Source: an optimization exercise on an open RTL-to-GDS flow (aim: small area, a short achievable clock period and few clock cycles). Production flows keep margins and buffers that such runs may drop. Function was checked by simulation only, so behaviour that the tests miss may differ from the original. Power and IR drop assume default switching activity.

==> flow/design.v <==
package rc4_pkg;
  localparam int KEY_DEPTH_DEF = 256;
  localparam int LEN_W         = 9;
  localparam logic [LEN_W-1:0] KEY_LEN_RESET = LEN_W'(16);
  localparam logic [1:0] CMD_LOAD     = 2'd0;
  localparam logic [1:0] CMD_SCHEDULE = 2'd1;
  localparam logic [1:0] CMD_ENCRYPT  = 2'd2;
  localparam logic [1:0] KIND_CIPHER    = 2'd0;
  localparam logic [1:0] KIND_DONE      = 2'd1;
  localparam logic [1:0] KIND_NOT_KEYED = 2'd2;
endpackage
module rc4_stream_cipher #(
  parameter int KEY_DEPTH = rc4_pkg::KEY_DEPTH_DEF
) (
  input  logic               clk,
  input  logic               rst,
  input  logic               cfg_valid,
  output logic               cfg_ready,
  input  logic [8:0]         cfg_data,
  input  logic               in_valid,
  output logic               in_ready,
  input  logic [17:0]        in_data,
  output logic               out_valid,
  input  logic               out_ready,
  output logic [17:0]        out_data
);
  localparam int QN = 6;
  logic [17:0] f0, f1;
  logic [1:0]  fcnt;
  logic        acc, cons;
  assign acc = in_valid && in_ready;
  always_ff @(posedge clk) begin
    if (rst) begin
      fcnt     <= 2'd0;
      in_ready <= 1'b1;
    end else begin
      fcnt     <= fcnt - 2'(cons) + 2'(acc);
      in_ready <= (fcnt - 2'(cons) + 2'(acc)) != 2'd2;
    end
  end
  always_ff @(posedge clk) begin
    if (acc && (fcnt - 2'(cons)) == 2'd0) begin
      f0 <= in_data;
    end else if (cons) begin
      f0 <= f1;
    end
    if (acc && (fcnt - 2'(cons)) == 2'd1) begin
      f1 <= in_data;
    end
  end
  logic [2047:0] s;         
  logic [2047:0] key;       
  logic [8:0]    key_len;
  logic          keyed;
  logic [1:0]    ph;        
  logic [7:0]    o;         
  logic [7:0]    ip;        
  logic [7:0]    jr;        
  logic [7:0]    jrn;       
  logic [7:0]    jrs;       
  logic [7:0]    sreg;      
  logic [7:0]    bsum;      
  logic [7:0]    kq;        
  logic [7:0]    kpos;      
  logic [3:0]    kph;       
  logic [7:0]    kc [16];   
  logic          pw;        
  logic          pw2;       
  logic          init_q;    
  logic          w0q;       
  logic [7:0]    psi;       
  logic [7:0]    wv;        
  logic [7:0]    mj, mj2;   
  logic [7:0]    mi, mi2;   
  logic [7:0]    sjc [16];  
  logic [3:0]    sjh;       
  logic          fs;        
  logic [7:0]    sjq;       
  logic       xv, is_load, is_sched, is_enc, aligned, credit, ycipher;
  logic       do_init, do_ksa, do_rot, do_prga, do_nokey, fire, emit;
  logic [2:0] tot;          
  logic       take;
  logic [8:0] eff_len;
  assign xv       = (fcnt != 2'd0);
  assign is_load  = (f0[17:16] == rc4_pkg::CMD_LOAD);
  assign is_sched = (f0[17:16] == rc4_pkg::CMD_SCHEDULE);
  assign is_enc   = (f0[17:16] == rc4_pkg::CMD_ENCRYPT);
  assign aligned  = (o == ip);
  assign credit   = (tot != 3'(QN));
  logic y1v, y2v, y3v, y4v;
  assign ycipher  = y1v || y2v || y3v;
  assign do_init  = xv && is_sched && (ph == 2'd0) && !ycipher;
  assign do_ksa   = xv && is_sched && (ph == 2'd1) && aligned;
  assign do_rot   = xv && is_sched && (ph == 2'd2) && credit;
  assign do_prga  = xv && is_enc && keyed && aligned && credit;
  assign do_nokey = xv && is_enc && !keyed && credit;
  assign fire     = do_ksa || do_prga;
  assign emit     = do_rot || do_prga || do_nokey;
  assign cons     = xv && (is_sched ? do_rot : (is_enc ? (do_prga || do_nokey) : 1'b1));
  assign cfg_ready = 1'b1;
  always_comb begin
    if (key_len < 9'd3)        eff_len = 9'd3;
    else if (key_len > 9'd256) eff_len = 9'd256;
    else                       eff_len = key_len;
  end
  logic [7:0] a, jn, sj, d0w, d0, knext;
  logic       fwd;
  assign jrs   = ~jrn;
  assign a     = jr + bsum;                  
  assign jn    = a + o;                      
  assign fwd   = fire && (a == 8'd1);        
  assign d0w   = (init_q || w0q) ? wv : ~s[15:8];    
  assign d0    = d0w ^ (o + 8'd1);
  assign knext = (do_ksa && ip != 8'hFF) ? kq : 8'd0;
  always_ff @(posedge clk) begin
    if (do_init) begin
      o    <= 8'd0;
      ip   <= 8'd0;
      jr   <= 8'd0;
      jrn  <= 8'hFF;
      sreg <= 8'd0;
      bsum <= key[7:0];
    end else begin
      o    <= o + 8'd1;
      sreg <= fwd ? sreg : d0;
      bsum <= ({8{fwd}} & (sreg + knext)) | ({8{~fwd}} & (d0 + knext));
      if (fire) begin
        ip  <= ip + 8'd1;
        jr  <= a - 8'd1;
        jrn <= ~(a - 8'd1);
      end else if (do_rot) begin
        ip  <= 8'd1;
        jr  <= ~o;
        jrn <= o;
      end else begin
        jr  <= jr - 8'd1;
        jrn <= jrn + 8'd1;
      end
    end
    psi <= sreg;
    w0q <= fire && (a == 8'd2);
    wv  <= do_init ? 8'd0 : sreg ^ jn;
    mj  <= jn ^ {8{~a[0]}};
    mi  <= ~o;
    mj2 <= mj;
    mi2 <= mi;
  end
  genvar g;
  generate
    for (g = 0; g < 16; g++) begin : g_sjc
      always_ff @(posedge clk) begin
        sjc[g] <= s[{4'(g), jrs[3:0], 3'b000} +: 8];
      end
    end
  endgenerate
  always_ff @(posedge clk) begin
    sjh <= jrs[7:4];
    fs  <= pw && pw2 && (jr == 8'd254);
    sjq <= sj;
  end
  assign sj = fs ? sjq : (sjc[sjh] ^ mj2);    
  generate
    for (g = 0; g < 256; g++) begin : g_s
      if (g == 253) begin : g_i
        always_ff @(posedge clk) begin
          if (init_q || (pw && jrs == 8'(g + 1))) s[8*g +: 8] <= ~wv;
          else if (pw2)                            s[8*g +: 8] <= sj ^ mi2;
          else                                     s[8*g +: 8] <= ~s[8*(g+1) +: 8];
        end
      end else begin : g_o
        always_ff @(posedge clk) begin
          if (init_q || (pw && jrs == 8'((g + 1) % 256))) s[8*g +: 8] <= wv ^ {8{g[0]}};
          else                                         s[8*g +: 8] <= ~s[8*((g+1)%256) +: 8];
        end
      end
    end
  endgenerate
  logic key_we;
  assign key_we = xv && is_load;
  generate
    for (g = 0; g < 256; g++) begin : g_k
      always_ff @(posedge clk) begin
        if (key_we && f0[15:8] == 8'(g)) begin
          key[8*g +: 8] <= f0[7:0];
        end
      end
    end
    for (g = 0; g < 16; g++) begin : g_kc
      always_ff @(posedge clk) begin
        if (do_init || do_ksa) begin
          kc[g] <= key[{4'(g), kpos[3:0], 3'b000} +: 8];
        end
      end
    end
  endgenerate
  always_ff @(posedge clk) begin
    if (do_init) begin
      kq  <= key[15:8];
      kph <= kpos[7:4];
    end else if (do_ksa) begin
      kq  <= kc[kph];
      kph <= kpos[7:4];
    end
  end
  always_ff @(posedge clk) begin
    if (rst) begin
      ph      <= 2'd0;
      keyed   <= 1'b0;
      kpos    <= 8'd2;
      key_len <= rc4_pkg::KEY_LEN_RESET;
      pw      <= 1'b0;
      pw2     <= 1'b0;
      init_q  <= 1'b0;
    end else begin
      pw     <= fire;
      pw2    <= pw;
      init_q <= do_init;
      if (cfg_valid) begin
        key_len <= cfg_data;
      end
      if (do_init) begin
        ph <= 2'd1;
      end else if (do_ksa && ip == 8'hFF) begin
        ph <= 2'd2;
      end else if (do_rot) begin
        ph <= 2'd0;
      end
      if (do_rot) begin
        keyed <= 1'b1;
      end
      if (do_init || (do_ksa && ip != 8'hFF)) begin
        kpos <= ({1'b0, kpos} + 9'd1 >= eff_len) ? 8'd0 : kpos + 8'd1;
      end else if (do_ksa) begin
        kpos <= 8'd2;
      end
    end
  end
  logic [1:0] y1k, y2k, y3k, y4k;
  logic [7:0] y1d, y2d, y3d, y4d;
  logic [7:0] y1p, y2p2, y2p3, y2si, y3t, y3m, y4m, y4sj;
  logic [3:0] y4th;
  logic       y3fj, y4fj;
  logic [7:0] ksc [16];
  logic [7:0] t2, t3, ks;
  logic [17:0] res;
  always_ff @(posedge clk) begin
    if (rst) begin
      y1v <= 1'b0;
      y2v <= 1'b0;
      y3v <= 1'b0;
      y4v <= 1'b0;
    end else begin
      y1v <= emit;
      y2v <= y1v;
      y3v <= y2v;
      y4v <= y3v;
    end
  end
  assign t2 = y2p2 + sj;
  assign t3 = y2p3 + sj;
  generate
    for (g = 0; g < 16; g++) begin : g_ksc
      always_ff @(posedge clk) begin
        ksc[g] <= s[{4'(g), y3t[3:0], 3'b000} +: 8];
      end
    end
  endgenerate
  assign ks  = y4fj ? y4sj : (ksc[y4th] ^ y4m);
  assign res = (y4k == rc4_pkg::KIND_CIPHER) ? {rc4_pkg::KIND_CIPHER, ks, y4d ^ ks}
                                             : {y4k, 8'd0, y4d};
  always_ff @(posedge clk) begin
    y1k  <= is_enc ? (keyed ? rc4_pkg::KIND_CIPHER : rc4_pkg::KIND_NOT_KEYED)
                   : rc4_pkg::KIND_DONE;
    y1d  <= is_enc ? f0[7:0] : 8'd0;
    y1p  <= sreg - o - 8'd2;                
    y2k  <= y1k;
    y2d  <= y1d;
    y2si <= psi;
    y2p2 <= y1p;
    y2p3 <= y1p - 8'd1;
    y3k  <= y2k;
    y3d  <= y2d;
    y3t  <= t3;
    y3m  <= (y2si + sj) ^ {8{t3[0]}};
    y3fj <= pw && (t2 == jr);
    y4k  <= y3k;
    y4d  <= y3d;
    y4th <= y3t[7:4];
    y4m  <= y3m;
    y4fj <= y3fj;
    y4sj <= sj;
  end
  logic [17:0] q [QN];
  logic [2:0]  qcnt;
  assign take     = out_valid && out_ready;
  assign out_data = q[0];
  always_ff @(posedge clk) begin
    if (rst) begin
      qcnt      <= 3'd0;
      tot       <= 3'd0;
      out_valid <= 1'b0;
    end else begin
      tot <= tot - 3'(take) + 3'(emit);
      if (take) begin
        qcnt      <= qcnt - 3'd1 + 3'(y4v);
        out_valid <= (qcnt - 3'd1 + 3'(y4v)) != 3'd0;
      end else begin
        qcnt      <= qcnt + 3'(y4v);
        out_valid <= (qcnt + 3'(y4v)) != 3'd0;
      end
    end
  end
  generate
    for (g = 0; g < QN; g++) begin : g_q
      always_ff @(posedge clk) begin
        if (take) begin
          if (y4v && qcnt == 3'(g + 1)) q[g] <= res;
          else if (g + 1 < QN)          q[g] <= q[(g + 1) % QN];
        end else begin
          if (y4v && qcnt == 3'(g))     q[g] <= res;
        end
      end
    end
  endgenerate
endmodule
==> flow/run.sh <==
#!/bin/bash
# synth_recipe.tcl (not shown) runs the flow's synth.tcl, then flattens the netlist and writes it again
# the make line also repeats each setting of config.mk as NAME=value (left out here)
make -C /OpenROAD-flow-scripts/flow DESIGN_CONFIG=/design/flow/config.mk WORK_HOME=/design/flow/orfs CLKGATE_MAP_FILE= SYNTH_SCRIPT=/design/flow/synth_recipe.tcl finish
==> flow/config.mk <==
export PLATFORM = sky130hd
export DESIGN_NAME = rc4_stream_cipher
export DESIGN_NICKNAME = rc4_stream_cipher
export VERILOG_FILES = /design/flow/design.v
export SDC_FILE = /design/flow/constraint.sdc
export NUM_CORES = 4
export LEC_CHECK = 0
export CAP_MARGIN = 20
export CORE_MARGIN = 2
export CORE_UTILIZATION = 40
export SETUP_SLACK_MARGIN = 5
export SLEW_MARGIN = 60
==> flow/constraint.sdc <==
create_clock -name core_clock -period 10.0 [get_ports {clk}]
set_input_delay 2.0000 -clock core_clock [delete_from_list [all_inputs] [get_ports {clk}]]
set_output_delay 2.0000 -clock core_clock [all_outputs]
set_load 0.01 [all_outputs]
==> out/results.tsv, run 1 <==
metric	value	unit
numPortBuffers	51	
grt.total_usage	22.6	%
grtUsageMet3	3.68	%
cts_buffers	485	
initial_utilization	40.2	%
grt_max_degree	96	
ioPinCount	53	
post-cts-setup-buffer-count	0	
vdd_ir_drop_max	0.214	mV
max_slew_margin	58.3	%
rsz0062_at_grt	false	
core	502000	µm²
tightest_slew	624	ps
dp_slack	5400	ps
clockRootBuffer	clkbuf_16	
p_leak	86.1	nW
drt_wl_total	589	mm
gp_congestion	0.916	
viasPerCell	5.87	
finClkSkew	77.0	ps
grt_overflow	0	
hold_buffers	0	
h-tree-depth	5	
clk_latency	1060	ps
final_common_cell	dfxtp_1	
nets	13600	
ctsLongestPathBuffers	4	
grt_pass1_vias	118000	
crit_arrival	5480	ps
drive_above_1_share	27.4	%
slew_viol_final	0	
period_share	45.1	%
final_cell_mix	dfxtp_1, edfxtp_1, mux4_2, a21oi_1, nor2_1	
p_per_area	368	nW/µm²
cts_tree	yes	
setup_ws	5490	ps
hold_class	reg -> reg	
dr.pass1.iters	6	
report.power.total	85.6	mW
syn_nets	13600	
clk_pin_slew	60	ps
fin_tns_setup	0	ps
synthCells	13400	
synth_cell_types	93	
worstHoldStart	mi[1]	
fin_cells	20600	
synth_edf_count	2260	
grt-busiest-layer	met2	
synth-seq-cells	4885	
areaGrowthSynthToFinish	15.2	%
status	finished clean	
drt_iter0_markers	12500	
grt_pass1_wl	856	mm
cp_max_fo	25	
critPathRequiredTime	10970	ps
clock-sinks	4885	
synth_area	202000	µm²
ctsResizeCount	0	
use_met1	30.8	%
syn_avg_cell_area	15.0	µm²
synth_seq_area_share	59.6	%
max_freq	222	MHz
hold_violations	0	
antenna_found_initial	24	
yosysWarnings	5	
drcViolationCount	0	
placed_cells	19600	
critPathKind	reg -> reg	
die_h	715	µm
cap_violations	0	
startpoint_type	flip-flop	
ant_nets	0	
period_minus_slack	4510	ps
timing.rr.start	sjh[1]	
finalSetupViolations	0	
end_kind	flip-flop	
die-area	511000	µm²
ys_async_sr_fraction	0	%
synthFlopType	dfxtp_1	
use_met2	36.2	%
crit_start	sjh[1]	
hpwl	387	mm
vias	121000	
die_w	715	µm
wl_per_cell	28.7	µm
fp-row-count	260	
## routing by layer
metal	part of all wire (%)	wire length, µm
met1	41	242000
met2	47	279000
met5	0.010	59
met4	4.6	27400
met3	6.9	40700
## synthesized netlist by cell type (23+ instances only)
| cell | count | share of area, % |
|---|---|---|
| buf_2 | 30 | 0.074 |
| and2_1 | 29 | 0.090 |
| buf_1 | 187 | 0.35 |
| ha_1 | 91 | 0.56 |
| a32oi_1 | 23 | 0.10 |
| mux2_2 | 48 | 0.27 |
| clkbuf_1 | 812 | 1.5 |
| nand2_1 | 242 | 0.45 |
| nand3_1 | 62 | 0.15 |
| edfxtp_1 | 2260 | 34 |
| xnor2_1 | 105 | 0.46 |
| inv_1 | 91 | 0.17 |
| a211oi_1 | 36 | 0.13 |
| a21o_1 | 23 | 0.086 |
| dfxtp_1 | 2625 | 26 |
| a31oi_1 | 38 | 0.12 |
| and3_1 | 33 | 0.10 |
| o21ai_0 | 123 | 0.30 |
| mux2i_1 | 1105 | 5.5 |
| mux4_2 | 1915 | 21 |
| o22ai_1 | 29 | 0.090 |
| xor2_1 | 52 | 0.23 |
| nor2_1 | 1584 | 2.9 |
| nor2b_1 | 63 | 0.20 |
| nor3_1 | 49 | 0.12 |
| a22oi_1 | 26 | 0.097 |
| a21oi_1 | 1458 | 3.6 |
## state kept, by name, indices dropped and copies added (netlist names), 9 cells and up
signal / count
kc: 128
ksc: 128
key_len: 9
f0: 18
key: 2048
s: 2048
q: 108
f1: 18
sjc: 128
## power breakdown
| part | switching [mW] | internal [mW] |
|---|---|---|
| clock network | 7.96 | 10.8 |
| registers | 5.59 | 28.5 |
| logic | 17.1 | 15.8 |
| total | 30.6 | 55.0 |
## per-stage QoR
step / util [%] / instance area [µm²] / hold WS (ps)
final: 46.4 / 233000 / 323
after global routing: 46.3 / 233000 / 330
after CTS: 46.2 / 232000 / 321
after detailed placement: 43.0 / 216000 / 312
after global placement: 41.9 / 210000 / 310
after floorplan: - / 202000 / 310
## final timing paths
kind,end,slack [ps],cells past startpoint
max,y3fj,5490,16
min reg2reg,mi2[1],320,0
max reg2reg,y3fj,5490,16
min,mi2[1],320,0
## kinds of logic (layout without fill, tap and decap cells)
kind of cell / after synthesis / in the layout / share of synthesized area [%]
DFF: 4885 / 4885 / 59.6
muxes: 3068 / 3068 / 27.1
and+or+nand+nor: 2183 / 2183 / 4.50
AOI/OAI and AO/OA: 1913 / 1913 / 5.23
buffers and inverters: 1134 / 1540 / 2.16
xor gates and xnor gates: 162 / 162 / 0.721
adders and majority gates: 100 / 100 / 0.653
other: 1 / 19 / 0.00186
## worst max-delay path: stages (launching register included)
cell	delay (ps)
dfxtp_2	310
buf_4	310
mux4_2	580
a221oi_1	300
a21oi_1	140
o22ai_1	360
xnor2_1	130
mux2i_2	390
inv_1	220
ha_1	320
a21o_1	190
a21oi_1	230
o21bai_1	90
a21oi_1	220
xnor2_1	90
or4_1	400
nor3_1	170
## layout make-up
type                    count  area, µm²
fillers                 43000     269000
flip-flops and latches   4885     121000
multi-input cells        7427      80200
clock buffers             654      13600
well taps                6681       8360
repair buffers            547       6900
clock inverters           245       2620
inverters                  94        365
diodes                     18       45.0
Testbench counts, summed over its fixed seeds: cycles 10,874.
==> inputs of run 2 (changes only) <==
--- a/flow/design.v
+++ b/flow/design.v
@@ -63,6 +63,6 @@
   logic [7:0]    kq;        
   logic [7:0]    kpos;      
-  logic [3:0]    kph;       
-  logic [7:0]    kc [16];   
+  logic [1:0]    kph;       
+  logic [7:0]    kc [4];    
   logic          pw;        
   logic          pw2;       
@@ -73,6 +73,6 @@
   logic [7:0]    mj, mj2;   
   logic [7:0]    mi, mi2;   
-  logic [7:0]    sjc [16];  
-  logic [3:0]    sjh;       
+  logic [7:0]    sjc [4];   
+  logic [1:0]    sjh;       
   logic          fs;        
   logic [7:0]    sjq;       
@@ -148,12 +148,12 @@
   genvar g;
   generate
-    for (g = 0; g < 16; g++) begin : g_sjc
+    for (g = 0; g < 4; g++) begin : g_sjc
       always_ff @(posedge clk) begin
-        sjc[g] <= s[{4'(g), jrs[3:0], 3'b000} +: 8];
+        sjc[g] <= s[{2'(g), jrs[5:0], 3'b000} +: 8];
       end
     end
   endgenerate
   always_ff @(posedge clk) begin
-    sjh <= jrs[7:4];
+    sjh <= jrs[7:6];
     fs  <= pw && pw2 && (jr == 8'd254);
     sjq <= sj;
@@ -186,8 +186,8 @@
       end
     end
-    for (g = 0; g < 16; g++) begin : g_kc
+    for (g = 0; g < 4; g++) begin : g_kc
       always_ff @(posedge clk) begin
         if (do_init || do_ksa) begin
-          kc[g] <= key[{4'(g), kpos[3:0], 3'b000} +: 8];
+          kc[g] <= key[{2'(g), kpos[5:0], 3'b000} +: 8];
         end
       end
@@ -197,8 +197,8 @@
     if (do_init) begin
       kq  <= key[15:8];
-      kph <= kpos[7:4];
+      kph <= kpos[7:6];
     end else if (do_ksa) begin
       kq  <= kc[kph];
-      kph <= kpos[7:4];
+      kph <= kpos[7:6];
     end
   end
@@ -239,7 +239,7 @@
   logic [7:0] y1d, y2d, y3d, y4d;
   logic [7:0] y1p, y2p2, y2p3, y2si, y3t, y3m, y4m, y4sj;
-  logic [3:0] y4th;
+  logic [1:0] y4th;
   logic       y3fj, y4fj;
-  logic [7:0] ksc [16];
+  logic [7:0] ksc [4];
   logic [7:0] t2, t3, ks;
   logic [17:0] res;
@@ -260,7 +260,7 @@
   assign t3 = y2p3 + sj;
   generate
-    for (g = 0; g < 16; g++) begin : g_ksc
+    for (g = 0; g < 4; g++) begin : g_ksc
       always_ff @(posedge clk) begin
-        ksc[g] <= s[{4'(g), y3t[3:0], 3'b000} +: 8];
+        ksc[g] <= s[{2'(g), y3t[5:0], 3'b000} +: 8];
       end
     end
@@ -286,5 +286,5 @@
     y4k  <= y3k;
     y4d  <= y3d;
-    y4th <= y3t[7:4];
+    y4th <= y3t[7:6];
     y4m  <= y3m;
     y4fj <= y3fj;
--- a/flow/config.mk
+++ b/flow/config.mk
@@ -9,4 +9,6 @@
 export CORE_MARGIN = 2
 export CORE_UTILIZATION = 40
+export CTS_CLUSTER_DIAMETER = 100
+export CTS_CLUSTER_SIZE = 30
 export SETUP_SLACK_MARGIN = 5
 export SLEW_MARGIN = 60
==> run 2 against run 1 <==
Effect of this change:
- critical path type unchanged
- total power fell by 13%
- hold slack improved by 5.0 ps
- clock power fell by 48%
- design area fell by 8.1%
- routed wire length fell by 7.9%
- first-iteration DRC count fell by 6.3%
- largest cell class unchanged
- flip-flop and latch count fell by 294
- sequential share of layout area rose by 1.4 points
==> out/results.tsv, run 2 <==
metric	value	unit
p_sw	27.7	mW
ioPinCount	53	
grt.total_usage	21.7	%
grt_pass1_wl	794	mm
largestRegisters	key x2048, s x2048, q x108	
cts_buffers	183	
fin_tns_setup	0	ps
yosys-top-cells-count	dfxtp_1, edfxtp_1, mux4_2, nor2_1, a21oi_1	
end_kind	flip-flop	
tightest_slew	647	ps
synth_area	194000	µm²
crit_arrival	4800	ps
max_freq	239	MHz
cap_violations	0	
fp-row-count	255	
cp_max_fo	19	
ant_nets	0	
dr.pass1.iters	6	
finalSetupViolations	0	
die-area	491000	µm²
vdd_ir_drop_max	0.201	mV
max_slew_margin	56.9	%
synthTopCellsByArea	edfxtp_1, dfxtp_1, mux4_2	
hold_buffers	0	
period_minus_slack	4180	ps
p_int	46.5	mW
nets	12600	
finClkSkew	86.3	ps
slew_viol_final	0	
antenna_found_initial	28	
vias	112000	
cts_tree	yes	
gp_congestion	0.840	
ctsResizeCount	0	
drive_above_1_share	26.6	%
critPathKind	reg -> reg	
synthCells	12700	
wl_per_cell	28.6	µm
synth_top_area_share	33.4	%
post-cts-setup-buffer-count	0	
yosysWarnings	5	
status	finished clean	
hold_violations	0	
power.clock.fraction	13.0	%
p_leak	77.5	nW
n_fill_cell	42100	
clock-sinks	4591	
h-tree-depth	4	
grt_pass1_vias	110000	
syn_nets	12800	
drt_iter0_markers	11700	
clockRootBuffer	clkbuf_16	
viasPerCell	5.91	
switching_share	37.3	%
critPathRequiredTime	10620	ps
seq_power_share	42.2	%
initial_utilization	40.2	%
ys_async_sr_fraction	0	%
rsz0062_at_grt	false	
numPortBuffers	51	
hpwl	362	mm
synth_edf_count	2162	
utilization	44.3	%
final_cell_mix	dfxtp_1, edfxtp_1, mux4_2, a21oi_1, nor2_1	
yosys.area.top_type	edfxtp_1	
period_share	41.8	%
clk_latency	980	ps
core	483000	µm²
die_w	701	µm
p_comb_share	44.7	%
die_h	701	µm
synth-seq-cells	4591	
final_common_cell	dfxtp_1	
ctsLongestPathBuffers	4	
grt_max_degree	113	
p_per_area	347	nW/µm²
synthFlopType	dfxtp_1	
drt_wl_total	543	mm
areaGrowthSynthToFinish	10.1	%
syn_avg_cell_area	15.3	µm²
startpoint_type	flip-flop	
synth_seq_area_share	58.5	%
synth_cell_types	69	
drcViolationCount	0	
grt_overflow	0	
hold_class	reg -> reg	
clk_pin_slew	110	ps
yosysMostFrequentCell	dfxtp_1	
-- run 2: worst max-delay path: stages, from the launching register on --
cell and delay [ps]:
edfxtp_1 450, nor4b_1 500, nand3_1 500, inv_1 450, a21oi_1 140, a211oi_1 360
ha_1 220, xor2_1 90, inv_1 90, nand3_2 430, nand2b_2 580
-- run 2: final timing paths --
kind              startpoint     end  slack, ps  cells past startpoint
setup reg to reg      f0[17]   f0[6]       5820                     10
setup / recovery      f0[17]   f0[6]       5820                     10
hold reg to reg       y3d[2]  y4d[2]        330                      0
hold / removal        y3d[2]  y4d[2]        330                      0
-- run 2: per-layer routing --
layer / GRT usage [%] / share of wire (%)
met2: 34.9 / 48
met3: 2.42 / 5.8
met5: 0 / 0.013
met1: 30.8 / 43
met4: 7.31 / 3.7
-- run 2: area by class of cell --
cell class | instances | area, µm² | share of cell area (%)
sequential | 4591 | 114000 | 53.2
multi-input combinational | 6977 | 78900 | 36.9
tap | 6425 | 8040 | 3.76
timing repair buffer | 581 | 7320 | 3.42
clock buffer | 234 | 4850 | 2.27
clock inverter | 37 | 584 | 0.273
inverter | 84 | 328 | 0.153
antenna | 33 | 82.6 | 0.0386
-- run 2: cells by family after synthesis --
group	Yosys count	synth area share (%)
flip-flops	4591	58.5
multiplexers	3153	29.2
AND/OR/NAND/NOR	1861	3.85
AO/OA/AOI/OAI	1691	4.69
buffers and inverters	1090	2.26
XOR/XNOR	171	0.786
adder cells (fa/ha/maj)	100	0.679
other	1	0.00193
-- run 2: metrics by stage --
stage                     total power [mW]  std cells  worst slack, ps  hold slack, ps  area, µm²
after floorplan                       52.5      12700             5810             310     194000
after global placement                62.9      18500             4500             310     202000
after detailed placement              64.5      18600             5100             312     207000
after CTS                             74.0      18900             5770             327     213000
after global routing                  77.4      19000             5480             335     214000
final                                 74.2      19000             5820             328     214000
-- run 2: power groups by stage --
stage	Sequential (mW)	Combinational (mW)	Clock [mW]
after detailed placement	31.5	32.9	0
after CTS	31.1	33.0	9.87
after global placement	31.9	31.0	0
after global routing	31.8	35.1	10.4
final	31.3	33.2	9.67
after floorplan	30.1	22.4	0
Testbench counts of run 2, summed over its fixed seeds: cycles 10,874.
==> inputs of run 3 (changes only) <==
--- a/flow/design.v
+++ b/flow/design.v
@@ -112,5 +112,5 @@
   assign d0w   = (init_q || w0q) ? wv : ~s[15:8];    
   assign d0    = d0w ^ (o + 8'd1);
-  assign knext = (do_ksa && ip != 8'hFF) ? kq : 8'd0;
+  assign knext = (ph == 2'd1 && ip != 8'hFF) ? kq : 8'd0;
   always_ff @(posedge clk) begin
     if (do_init) begin
@@ -238,9 +238,9 @@
   logic [1:0] y1k, y2k, y3k, y4k;
   logic [7:0] y1d, y2d, y3d, y4d;
-  logic [7:0] y1p, y2p2, y2p3, y2si, y3t, y3m, y4m, y4sj;
+  logic [7:0] y1p, y2p2, y2p3, y2si, y3t, y3m, y4m, y4sj, jd;
   logic [1:0] y4th;
   logic       y3fj, y4fj;
   logic [7:0] ksc [4];
-  logic [7:0] t2, t3, ks;
+  logic [7:0] t3, ks;
   logic [17:0] res;
   always_ff @(posedge clk) begin
@@ -257,6 +257,6 @@
     end
   end
-  assign t2 = y2p2 + sj;
   assign t3 = y2p3 + sj;
+  assign jd = jr - y2p2;                    
   generate
     for (g = 0; g < 4; g++) begin : g_ksc
@@ -283,5 +283,5 @@
     y3t  <= t3;
     y3m  <= (y2si + sj) ^ {8{t3[0]}};
-    y3fj <= pw && (t2 == jr);
+    y3fj <= pw && (sj == jd);
     y4k  <= y3k;
     y4d  <= y3d;
--- a/flow/config.mk
+++ b/flow/config.mk
@@ -9,6 +9,4 @@
 export CORE_MARGIN = 2
 export CORE_UTILIZATION = 40
-export CTS_CLUSTER_DIAMETER = 100
-export CTS_CLUSTER_SIZE = 30
 export SETUP_SLACK_MARGIN = 5
 export SLEW_MARGIN = 60
==> run 3 against run 2 <==
Effect of this change:
- still clean
- worst setup slack worse by 440 ps
- hold slack worse by 6.3 ps
- non-clock buffer count is 14 lower
- synthesized area hardly changed
- cell count is 2.9% higher
- die area hardly changed
- flip-flop and latch count stayed put
- critical path type unchanged
==> out/results.tsv, run 3 <==
metric	value	unit
status	finished clean	
synthCells	12600	
synth_top_family_by_area	multiplexers	
crit_path_max_incr_delay	610	ps
utilization	46.6	%
hpwl	362	mm
core	483000	µm²
finClkSkew	133	ps
ant_nets	0	
largestRegisters	key x2048, s x2048, q x108	
slew_viol_final	0	
cap_violations	0	
syn_nets	12800	
clk_pin_slew	60	ps
viasPerCell	5.88	
initial_utilization	40.2	%
hold_class	reg -> reg	
die_w	701	µm
fp-row-count	255	
hold_violations	0	
synth_xor_area_share	0.790	%
antenna_found_initial	11	
routed-wl-met2	255	mm
synth_mux_area_share	29.4	%
wl_per_cell	27.9	µm
h-tree-depth	5	
report.power.total	82.5	mW
synth_edf_count	2162	
multiInputGateArea	79300	µm²
yosysMostFrequentCell	dfxtp_1	
nets	12800	
critPathKind	reg -> reg	
end_kind	flip-flop	
crit_arrival	5310	ps
cts_buffers	472	
finalSetupViolations	0	
critPathRequiredTime	10690	ps
n_fill_cell	41000	
yosys.area.top_type	edfxtp_1	
highest_layer	met5	
drt_iter0_markers	12100	
areaGrowthSynthToFinish	15.9	%
clock-sinks	4591	
max_freq	216	MHz
drt-met1-wl	232	mm
tightest_slew	618	ps
synthFlopType	dfxtp_1	
grt_max_degree	98	
drive_above_1_share	29.4	%
period_minus_slack	4620	ps
yosysWarnings	5	
syn_avg_cell_area	15.4	µm²
synth_area	194000	µm²
rsz0062_at_grt	false	
synth-seq-cells	4591	
crit_slowest_cell	dfxtp_4	
startpoint_type	flip-flop	
p_leak	83.0	nW
period_share	46.2	%
crit_chain	buf_12, buf_16, buf_16, buf_12, buf_16, buf_16, mux4_2, mux4_2, mux4_2	
yosys.area_share.simple	3.87	%
ioPinCount	53	
yosys.area_share.adder	0.679	%
gp_congestion	0.848	
wl_met3	37.1	mm
final_cell_mix	dfxtp_1, edfxtp_1, mux4_2, a21oi_1, nor2_1	
hold_buffers	0	
grt_pass1_vias	112000	
synthTopCellsByArea	edfxtp_1, dfxtp_1, mux4_2	
final_common_cell	dfxtp_1	
drcViolationCount	0	
synth_compound_area_share	4.54	%
ys_async_sr_fraction	0	%
fin_tns_setup	0	ps
vdd_ir_drop_max	0.217	mV
cts_tree	yes	
ctsResizeCount	0	
ctsLongestPathBuffers	4	
grt.total_usage	21.7	%
p_per_area	367	nW/µm²
synth_cell_types	76	
synth_seq_area_share	58.5	%
synth_top_area_share	33.4	%
max_slew_margin	58.8	%
drt_wl_total	544	mm
dr.pass1.iters	7	
vias	115000	
clk_latency	1070	ps
post-cts-setup-buffer-count	0	
clockRootBuffer	clkbuf_16	
numPortBuffers	51	
cp_max_fo	38	
grt_pass1_wl	801	mm
grt_overflow	0	
yosys-top-cells-count	dfxtp_1, edfxtp_1, mux4_2, nor2_1, a21oi_1	
worst_path_most_repeated_cell	buf_16	
die-area	491000	µm²
ff_latch_area	114000	µm²
die_h	701	µm
==> run 3: cell count changes after synthesis, moves of 12 or more <==
cell      delta
a211oi_1    -36
nor2b_1     -19
mux4_2      +15
buf_2       -37
a21oi_1     -25
nand2_1     +36
clkbuf_1    +30
o21ai_1     +22
xnor2_1     +15
mux2_1      +16
xor2_1      -14
a21o_1      -12
mux2i_1     -28
==> run 3: power breakdown <==
part | internal, mW | switching, mW
Sequential | 26.6 | 4.64
Clock | 10.6 | 7.68
Combinational | 16.2 | 16.8
Total | 53.4 | 29.1
==> run 3: logic make-up (layout without fill, tap and decap cells) <==
group                      Yosys count  after routing
DFF                               4591           4591
muxes                             3153           3153
and+or+nand+nor                   1880           1880
AOI/OAI and AO/OA                 1649           1649
buffers and inverters             1089           1535
xor gates and xnor gates           172            172
adders and majority gates          100            100
other                                1             11
==> run 3: path summary, 6_finish.rpt <==
check	startpoint	end	slack, ps	cells after the start
max	kpos[0]	kc[2][4]	5380	9
max reg2reg	kpos[0]	kc[2][4]	5380	9
min reg2reg	y3m[5]	y4m[5]	320	0
min	y3m[5]	y4m[5]	320	0
==> run 3: area by class of cell <==
class                      count  area share (%)
timing repair buffer         567            3.31
clock inverter               254            1.35
clock buffer                 626            5.80
inverter                      88           0.154
sequential                  4591            50.5
antenna                       10          0.0111
tap                         6425            3.57
multi-input combinational   6955            35.3
==> run 3: stage by stage <==
step / cell area, µm² / std cells / hold WS [ps] / setup slack [ps]
final: 225000 / 19500 / 322 / 5380
after global routing: 225000 / 19500 / 331 / 5060
after CTS: 224000 / 19500 / 324 / 5230
after floorplan: 194000 / 12600 / 310 / 5770
after global placement: 202000 / 18400 / 310 / 4860
after detailed placement: 208000 / 18600 / 312 / 5350
==> run 3: per-layer routing <==
metal  vias up  global-route usage (%)
li1      49300                       -
met1     60200                    31.1
met2      4442                    34.4
met3       816                    3.14
met4         4                    6.78
met5         -                       0
==> run 3: critical path, delay by kind of cell (launching register included) <==
family | cells | cell delay [ps]
buffers and inverters | 6 | 1780
multiplexers | 3 | 1640
flip-flops | 1 | 610
Testbench counts of run 3, summed over its fixed seeds: cycles 10,874.
==> inputs of run 4 (changes only) <==
--- a/flow/config.mk
+++ b/flow/config.mk
@@ -9,4 +9,6 @@
 export CORE_MARGIN = 2
 export CORE_UTILIZATION = 40
+export CTS_CLUSTER_DIAMETER = 70
+export CTS_CLUSTER_SIZE = 25
 export SETUP_SLACK_MARGIN = 5
 export SLEW_MARGIN = 60
==> run 4 against run 3 <==
Effect of this change:
- utilization shrank 1.1 points
- synthesized cell count is the same
- fmax grew 1.5%
- total power shrank 5.5%
- largest power group unchanged
- critical path depth is the same
- design area shrank 2.5%
- cell count shrank 1.7%
- highest routed layer unchanged
- routed wire length shrank 0.80%
- sequential share of layout area grew 1.3 points
- sequential power is essentially flat
- die area is the same
==> out/results.tsv, run 4 <==
metric	value	unit
status	finished clean	
drive_above_1_share	28.5	%
ioPinCount	53	
postLayoutCellArea	219000	µm²
crit_arrival	5250	ps
numPortBuffers	51	
finClkSkew	102	ps
crit_path_max_incr_delay	610	ps
die-area	491000	µm²
gp_congestion	0.848	
nets	12600	
end_kind	flip-flop	
clk_pin_slew	100	ps
ctsLongestPathBuffers	4	
cts_buffers	301	
crit_slowest_cell	dfxtp_4	
vias	114000	
path_buf_inv	6	
ff_latch_area	114000	µm²
drt-met1-wl	232	mm
vdd_ir_drop_max	0.214	mV
synth_edf_count	2162	
antenna_found_initial	15	
wl_per_cell	28.1	µm
startpoint_type	flip-flop	
max_slew_margin	57.9	%
viasPerCell	5.92	
cap_violations	0	
clockRootBuffer	clkbuf_16	
hold_violations	0	
largestRegisters	key x2048, s x2048, q x108	
final_common_cell	dfxtp_1	
routed-wl-met2	254	mm
synthCells	12600	
tightest_slew	629	ps
dp_slack	5350	ps
core	483000	µm²
clk_latency	1010	ps
syn_nets	12800	
finalSetupViolations	0	
die_h	701	µm
max_freq	220	MHz
setup_ws	5450	ps
yosys-top-cells-count	dfxtp_1, edfxtp_1, mux4_2, nor2_1, a21oi_1	
grt_max_degree	98	
grt_pass1_vias	110000	
synth_area	194000	µm²
critPathRequiredTime	10700	ps
clock-sinks	4591	
synthTopCellsByArea	edfxtp_1, dfxtp_1, mux4_2	
dr.pass1.iters	6	
synth_top_area_share	33.4	%
initial_utilization	40.2	%
final_cell_mix	dfxtp_1, edfxtp_1, mux4_2, a21oi_1, nor2_1	
hold_buffers	0	
synthFlopType	dfxtp_1	
ctsResizeCount	0	
worst_path_most_repeated_cell	buf_16	
fin_tns_setup	0	ps
period_share	45.5	%
report.power.total	78.0	mW
crit_chain	buf_12, buf_16, buf_16, buf_12, buf_16, buf_16, mux4_2, mux4_2, mux4_2	
h-tree-depth	5	
critical-path-top-delay-family	buffers and inverters	
synth-seq-cells	4591	
cp_max_fo	38	
place_area	208000	µm²
wl_met3	35.2	mm
drt_iter0_markers	12300	
die_w	701	µm
hpwl	362	mm
ys_async_sr_fraction	0	%
fp-row-count	255	
highest_layer	met5	
hold_class	reg -> reg	
n_fill_cell	41400	
rsz0062_at_grt	false	
slew_viol_final	0	
syn_avg_cell_area	15.4	µm²
period_minus_slack	4550	ps
synth_seq_area_share	58.5	%
grt_pass1_wl	794	mm
drcViolationCount	0	
areaGrowthSynthToFinish	13.0	%
synth_cell_types	76	
cts_tree	yes	
grt_overflow	0	
p_leak	80.2	nW
p_per_area	355	nW/µm²
drt_wl_total	539	mm
yosys.area.top_type	edfxtp_1	
post-cts-setup-buffer-count	0	
critPathKind	reg -> reg	
yosysMostFrequentCell	dfxtp_1	
ant_nets	0	
yosysWarnings	5	
grt.total_usage	21.6	%
multiInputGateArea	79300	µm²
## run 4: cell counts after synthesis
Identical to the previous run, type by type.
## run 4: cell families after synthesis
| logic type | Yosys count | synth area share, % |
|---|---|---|
| AO/OA/AOI/OAI | 1649 | 4.54 |
| adder cells (fa/ha/maj) | 100 | 0.679 |
| flip-flops | 4591 | 58.5 |
| buffers and inverters | 1089 | 2.26 |
| XOR/XNOR | 172 | 0.790 |
| multiplexers | 3153 | 29.4 |
| AND/OR/NAND/NOR | 1880 | 3.87 |
| other | 1 | 0.00193 |
## run 4: metal layers
metal	vias to the layer above	GRT usage [%]
li1	48900	-
met5	-	0
met2	4187	34.2
met1	59800	31.2
met4	6	6.26
met3	706	2.81
## run 4: stage by stage
stage	std cells	hold slack, ps	utilization (%)
final	19200	325	45.4
after global routing	19200	332	45.4
after CTS	19100	331	45.3
after detailed placement	18600	312	43.1
after global placement	18400	310	41.8
after floorplan	12600	310	-
## run 4: final timing paths
| kind | to | slack [ps] | start | depth (start not counted) |
|---|---|---|---|---|
| max | kc[2][4] | 5450 | kpos[0] | 9 |
| min | y4m[5] | 330 | y3m[5] | 0 |
| max reg2reg | kc[2][4] | 5450 | kpos[0] | 9 |
| min reg2reg | y4m[5] | 330 | y3m[5] | 0 |
## run 4: layout make-up
cell class / instances / share of cell area (%)
timing repair buffer: 568 / 3.41
multi-input combinational: 6955 / 36.2
sequential: 4591 / 51.8
clock inverter: 212 / 1.22
antenna: 13 / 0.0148
tap: 6425 / 3.66
clock buffer: 329 / 3.57
inverter: 88 / 0.157
## run 4: power by group
part / switching [mW] / internal, mW
combinational: 16.8 / 16.2
sequential: 4.64 / 26.5
clock: 7.37 / 6.40
==> inputs of run 5 (changes only) <==
--- a/flow/config.mk
+++ b/flow/config.mk
@@ -9,6 +9,6 @@
 export CORE_MARGIN = 2
 export CORE_UTILIZATION = 40
-export CTS_CLUSTER_DIAMETER = 70
-export CTS_CLUSTER_SIZE = 25
+export CTS_CLUSTER_DIAMETER = 100
+export CTS_CLUSTER_SIZE = 30
 export SETUP_SLACK_MARGIN = 5
 export SLEW_MARGIN = 60
==> run 5 against run 4 <==
Effect of this change:
- clock-buffer cell count down 101
- still clean on timing, DRC and antenna
- critical path depth unchanged
- fmax down 0.32%
- global-route usage down 0.22 points
- routed wire length down 0.79%
- hold slack worse by 4.7 ps
- register-to-register slack about the same
- synthesized cell count unchanged
- via count down 1.1%
==> out/results.tsv, run 5 <==
metric	value	unit
yosys.area.top_type	edfxtp_1	
finalSetupViolations	0	
status	finished clean	
wl_per_cell	28.3	µm
synthFlopType	dfxtp_1	
viasPerCell	5.94	
end_kind	flip-flop	
fp-row-count	255	
die-area	491000	µm²
drt_iter0_markers	12700	
postLayoutCellArea	214000	µm²
grt.total_usage	21.4	%
yosys-top-cells-count	dfxtp_1, edfxtp_1, mux4_2, nor2_1, a21oi_1	
timing.rr.start	kpos[0]	
ioPinCount	53	
synth_edf_count	2162	
hold_violations	0	
max_freq	219	MHz
utilization	44.4	%
grt_overflow	0	
cp_max_fo	38	
vdd_ir_drop_max	0.209	mV
hold_buffers	0	
crit_arrival	5220	ps
drcViolationCount	0	
initial_utilization	40.2	%
whs	321	ps
clk_latency	970	ps
hold_class	reg -> reg	
syn_avg_cell_area	15.4	µm²
dp_slack	5350	ps
final_common_cell	dfxtp_1	
n_fill_cell	41900	
critPathRequiredTime	10650	ps
grt_pass1_wl	786	mm
report.power.total	73.7	mW
hpwl	362	mm
die_w	701	µm
ys_async_sr_fraction	0	%
drive_above_1_share	26.7	%
fin_cells	18900	
synth_area	194000	µm²
ant_nets	0	
vias	112000	
numPortBuffers	51	
areaGrowthSynthToFinish	10.3	%
antenna_found_initial	11	
startpoint_type	flip-flop	
dr.pass1.iters	8	
yosysWarnings	5	
p_per_area	344	nW/µm²
largestRegisters	key x2048, s x2048, q x108	
p_leak	77.7	nW
setup_ws	5430	ps
synth_seq_area_share	58.5	%
yosysMostFrequentCell	dfxtp_1	
synth_top_area_share	33.4	%
die_h	701	µm
placed_cells	18600	
cap_violations	0	
cts_buffers	183	
crit_start	kpos[0]	
ctsResizeCount	0	
synth-seq-cells	4591	
period_share	45.7	%
syn_nets	12800	
ctsLongestPathBuffers	4	
synthCells	12600	
final_cell_mix	dfxtp_1, edfxtp_1, mux4_2, a21oi_1, nor2_1	
period_minus_slack	4570	ps
core	483000	µm²
slew_viol_final	0	
worstHoldStart	y3m[5]	
post-cts-setup-buffer-count	0	
finClkSkew	113	ps
max_slew_margin	57.9	%
clockRootBuffer	clkbuf_16	
clk_pin_slew	120	ps
rsz0062_at_grt	false	
cts_tree	yes	
gp_congestion	0.848	
h-tree-depth	4	
synthTopCellsByArea	edfxtp_1, dfxtp_1, mux4_2	
tightest_slew	629	ps
critPathKind	reg -> reg	
grt_pass1_vias	109000	
clock-sinks	4591	
grt_max_degree	98	
place_area	208000	µm²
nets	12500	
drt_wl_total	535	mm
fin_tns_setup	0	ps
synth_cell_types	76	
## run 5: cell types whose count changed in the layout (fill, tap and decap cells not counted), moves of 3 or more
cell        before  now
clkbuf_16      307  184
clkinv_8        50    4
bufinv_16       12    3
clkinv_1         4    1
clkbuf_1        16   40
clkinvlp_4      12    5
inv_6           46    6
clkinv_2        14    5
inv_16           6    3
diode_2         13    9
inv_8           35    3
inv_12          17    3
clkinv_4        18    4
## run 5: routing by layer
layer  GRT usage (%)  vias to the layer above  part of all wire [%]
li1                -                    48400                     -
met1            30.9                    59100                    43
met2            34.1                     4232                    47
met3            2.81                      581                   6.7
met4            5.63                        6                   3.0
met5               0                        -                0.0086
## run 5: path summary, 6_finish.rpt
| check | end | slack (ps) | cells past startpoint |
|---|---|---|---|
| worst max-delay path | kc[2][4] | 5430 | 9 |
| worst min-delay path | y4m[5] | 320 | 0 |
| worst max register to register | kc[2][4] | 5430 | 9 |
| worst min register to register | y4m[5] | 320 | 0 |
## run 5: kinds of logic (layout without fill, tap and decap cells)
| group | count (synthesis) | in the layout | share of synthesized area, % |
|---|---|---|---|
| fa+ha+maj | 100 | 100 | 0.679 |
| simple gates | 1880 | 1880 | 3.87 |
| flops | 4591 | 4591 | 58.5 |
| xor+xnor | 172 | 172 | 0.790 |
| mux | 3153 | 3153 | 29.4 |
| compound gates | 1649 | 1649 | 4.54 |
| other cells | 1 | 10 | 0.00193 |
| buf+inv | 1089 | 920 | 2.26 |
## run 5: worst max-delay path: stages, from the launching register on
cell and delay, ps:
dfxtp_4 640, buf_12 230, buf_16 300, buf_16 300, buf_12 350, buf_16 320
buf_16 290, mux4_2 570, mux4_2 550, mux4_2 510
## run 5: report_power, final
group          switching (mW)  total [mW]  internal, mW
clock                    5.94        9.53          3.59
sequential               4.63        31.1          26.5
combinational            16.8        33.0          16.2
total                    27.3        73.7          46.3
## run 5: final cells by class
cell class / count / area [µm²] / share of cell area [%]
Clock inverter: 38 / 498 / 0.233
Multi-Input combinational cell: 6955 / 79300 / 37.0
Tap cell: 6425 / 8040 / 3.75
Sequential cell: 4591 / 114000 / 53.1
Clock buffer: 228 / 4810 / 2.25
Timing Repair Buffer: 566 / 7450 / 3.48
Antenna cell: 9 / 22.5 / 0.0105
Inverter: 88 / 345 / 0.161
==> inputs of run 6 (changes only) <==
--- a/flow/design.v
+++ b/flow/design.v
@@ -40,10 +40,10 @@
   end
   always_ff @(posedge clk) begin
-    if (acc && (fcnt - 2'(cons)) == 2'd0) begin
+    if (acc && (fcnt == 2'd0 || cons)) begin
       f0 <= in_data;
     end else if (cons) begin
       f0 <= f1;
     end
-    if (acc && (fcnt - 2'(cons)) == 2'd1) begin
+    if (acc && fcnt == 2'd1 && !cons) begin
       f1 <= in_data;
     end
@@ -63,6 +63,6 @@
   logic [7:0]    kq;        
   logic [7:0]    kpos;      
-  logic [1:0]    kph;       
-  logic [7:0]    kc [4];    
+  logic [3:0]    kph;       
+  logic [7:0]    kc [16];   
   logic          pw;        
   logic          pw2;       
@@ -186,8 +186,8 @@
       end
     end
-    for (g = 0; g < 4; g++) begin : g_kc
+    for (g = 0; g < 16; g++) begin : g_kc
       always_ff @(posedge clk) begin
         if (do_init || do_ksa) begin
-          kc[g] <= key[{2'(g), kpos[5:0], 3'b000} +: 8];
+          kc[g] <= key[{4'(g), kpos[3:0], 3'b000} +: 8];
         end
       end
@@ -197,8 +197,8 @@
     if (do_init) begin
       kq  <= key[15:8];
-      kph <= kpos[7:6];
+      kph <= kpos[7:4];
     end else if (do_ksa) begin
       kq  <= kc[kph];
-      kph <= kpos[7:6];
+      kph <= kpos[7:4];
     end
   end
--- a/flow/config.mk
+++ b/flow/config.mk
@@ -9,6 +9,6 @@
 export CORE_MARGIN = 2
 export CORE_UTILIZATION = 40
-export CTS_CLUSTER_DIAMETER = 100
-export CTS_CLUSTER_SIZE = 30
+export CTS_CLUSTER_DIAMETER = 70
+export CTS_CLUSTER_SIZE = 25
 export SETUP_SLACK_MARGIN = 5
 export SLEW_MARGIN = 60
==> run 6 against run 5 <==
Effect of this change:
- combinational power grew 5%
- routed wire length grew 5.1%
- non-clock buffer count grew 28
- synthesized area grew 1.6%
- flip-flop and latch count grew 98
- design area grew 3.8%
- first-iteration DRC count shrank 3.0%
- synthesized cell count grew 1.5%
- clock skew shrank 11 ps
- critical path depth grew 4
==> out/results.tsv, run 6 <==
metric	value	unit
status	finished clean	
crit_arrival	4890	ps
n_fill_cell	42300	
setup_ws	6020	ps
clk_pin_slew	100	ps
drive_above_1_share	28.0	%
synth_cell_types	77	
ioPinCount	53	
finClkSkew	103	ps
numPortBuffers	51	
placed_cells	18800	
yosysMostFrequentCell	dfxtp_1	
syn_nets	13000	
synthCells	12800	
viasPerCell	5.94	
hold_violations	0	
period_share	39.8	%
drt_iter0_markers	12300	
ctsResizeCount	0	
hpwl	374	mm
gp_congestion	0.862	
grt.total_usage	22.0	%
report.power.total	80.2	mW
fp-row-count	257	
antenna_found_initial	18	
p_per_area	361	nW/µm²
drt_wl_total	562	mm
ant_nets	0	
yosys-top-cells-count	dfxtp_1, edfxtp_1, mux4_2, nor2_1, a21oi_1	
hold_class	reg -> reg	
slew_viol_final	0	
end_kind	flip-flop	
finalSetupViolations	0	
h-tree-depth	5	
max_slew_margin	58.3	%
synthFlopType	dfxtp_1	
startpoint_type	flip-flop	
synth-seq-cells	4689	
ys_async_sr_fraction	0	%
nets	12800	
whs	322	ps
synth_edf_count	2260	
rsz0062_at_grt	false	
synthTopCellsByArea	edfxtp_1, dfxtp_1, mux4_2	
drcViolationCount	0	
grt_overflow	0	
period_minus_slack	3980	ps
final_cell_mix	dfxtp_1, edfxtp_1, mux4_2, nor2_1, a21oi_1	
grt_pass1_wl	816	mm
critPathKind	reg -> reg	
synth_seq_area_share	59.1	%
syn_avg_cell_area	15.4	µm²
grt_pass1_vias	112000	
die_w	706	µm
largestRegisters	key x2048, s x2048, kc x128	
die-area	499000	µm²
p_leak	81.2	nW
max_freq	251	MHz
initial_utilization	40.2	%
ctsLongestPathBuffers	4	
hold_buffers	0	
cts_buffers	294	
synth_top_area_share	34.4	%
critPathRequiredTime	10910	ps
clk_latency	1020	ps
cap_violations	0	
cts_tree	yes	
areaGrowthSynthToFinish	12.7	%
tightest_slew	607	ps
dr.pass1.iters	8	
cp_max_fo	6	
clockRootBuffer	clkbuf_16	
fin_tns_setup	0	ps
fin_cells	19400	
final_common_cell	dfxtp_1	
yosys.area.top_type	edfxtp_1	
wl_per_cell	29.0	µm
yosysWarnings	5	
synth_area	197000	µm²
vias	115000	
core	490000	µm²
grt_max_degree	92	
vdd_ir_drop_max	0.221	mV
post-cts-setup-buffer-count	0	
clock-sinks	4689	
dp_slack	5290	ps
die_h	706	µm
[run 6: final cells by class]
type                       count  area [µm²]  area share (%)
sequential                  4689      117000            52.4
multi-input combinational   7041       79200            35.6
tap                         6475        8100            3.64
timing repair buffer         594        7840            3.53
clock buffer                 327        7730            3.48
clock inverter               191        2490            1.12
inverter                      86         338           0.152
antenna                        6        15.0         0.00675
[run 6: path summary, 6_finish.rpt]
path / startpoint / endpoint / slack [ps] / depth (start not counted)
hold / removal: mj[3] / mj2[3] / 320 / 0
hold reg to reg: mj[3] / mj2[3] / 320 / 0
setup / recovery: jr[1] / wv[7] / 6020 / 13
setup reg to reg: jr[1] / wv[7] / 6020 / 13
[run 6: layer usage]
layer / share of wire [%] / vias to the layer above / track usage (%)
li1: - / 49600 / -
met1: 42 / 60600 / 31.0
met2: 48 / 4414 / 35.3
met3: 6.7 / 763 / 2.98
met4: 3.9 / 4 / 7.62
met5: 0.0050 / - / 0
[run 6: cell families after synthesis]
group / Yosys count / synth area share, %
AOI/OAI and AO/OA: 1711 / 4.68
xor gates and xnor gates: 174 / 0.787
adders and majority gates: 100 / 0.669
buffers and inverters: 1093 / 2.21
DFF: 4689 / 59.1
muxes: 3148 / 28.7
other: 1 / 0.00190
and+or+nand+nor: 1907 / 3.89
[run 6: worst max-delay path, stage by stage, from the launching register on]
cell and delay, ps:
dfxtp_1 580, inv_1 160, fa_1 470, nand2b_1 200, a21oi_1 170, xor2_1 480
ha_1 400, nand3_1 110, o211ai_1 120, o41ai_1 330, xnor2_1 130, xnor2_1 210
or2_2 320, a21oi_1 230
[run 6: per-stage QoR]
stage | area [µm²] | util (%)
3_5_place_dp | 211000 | 43.1
2_1_floorplan | 197000 | -
3_3_place_gp | 205000 | 41.8
4_1_cts | 221000 | 45.2
5_1_grt | 222000 | 45.3
6_report | 222000 | 45.3
[run 6: power by group]
group,internal [mW],switching (mW)
clock,6.34,7.35
sequential,27.1,4.70
combinational,16.7,17.9
total,50.2,30.0
Testbench counts of run 6, summed over its fixed seeds: cycles 10,874.

==> static timing again, ports no longer ideal <==
In the flow no input, the clock included, has a driving cell. The finished layouts below were timed again as built, in two steps. Step 1 assumes that a clkbuf_16 drives the clock port and a buf_2 every other input. Step 2 times the ports against the registers' clock, not the clock port: input delays grow and output delays shrink by t, the midpoint of the rising clock arrivals with the driver on. Slacks: ideal ports / drivers / drivers and shift; pairs: ideal ports / drivers.
run	shift t [ns]	slack for setup (ns)	worst hold slack (ns)	worst setup path after step 2	worst slew at a driven data input, ns
run 1	1.144	5.488 / 5.488 / 5.488	0.323 / 0.323 / 0.323	register to register	0.05
run 2	1.079	5.818 / 5.818 / 5.112	0.328 / 0.328 / 0.328	input to register	0.17
run 3	1.112	5.381 / 5.381 / 5.381	0.322 / 0.322 / 0.322	register to register	0.08
run 4	1.072	5.448 / 5.448 / 5.448	0.325 / 0.325 / 0.325	register to register	0.06
run 5	1.034	5.434 / 5.434 / 5.434	0.321 / 0.321 / 0.321	register to register	0.07
run 6	1.078	6.015 / 5.980 / 5.234	0.322 / 0.322 / 0.322	input to register	0.37
After both steps every run listed still meets setup and hold. For run 6, which loses most, drivers alone change the setup slack by -0.035 ns; drivers and shift together by -0.781 ns.
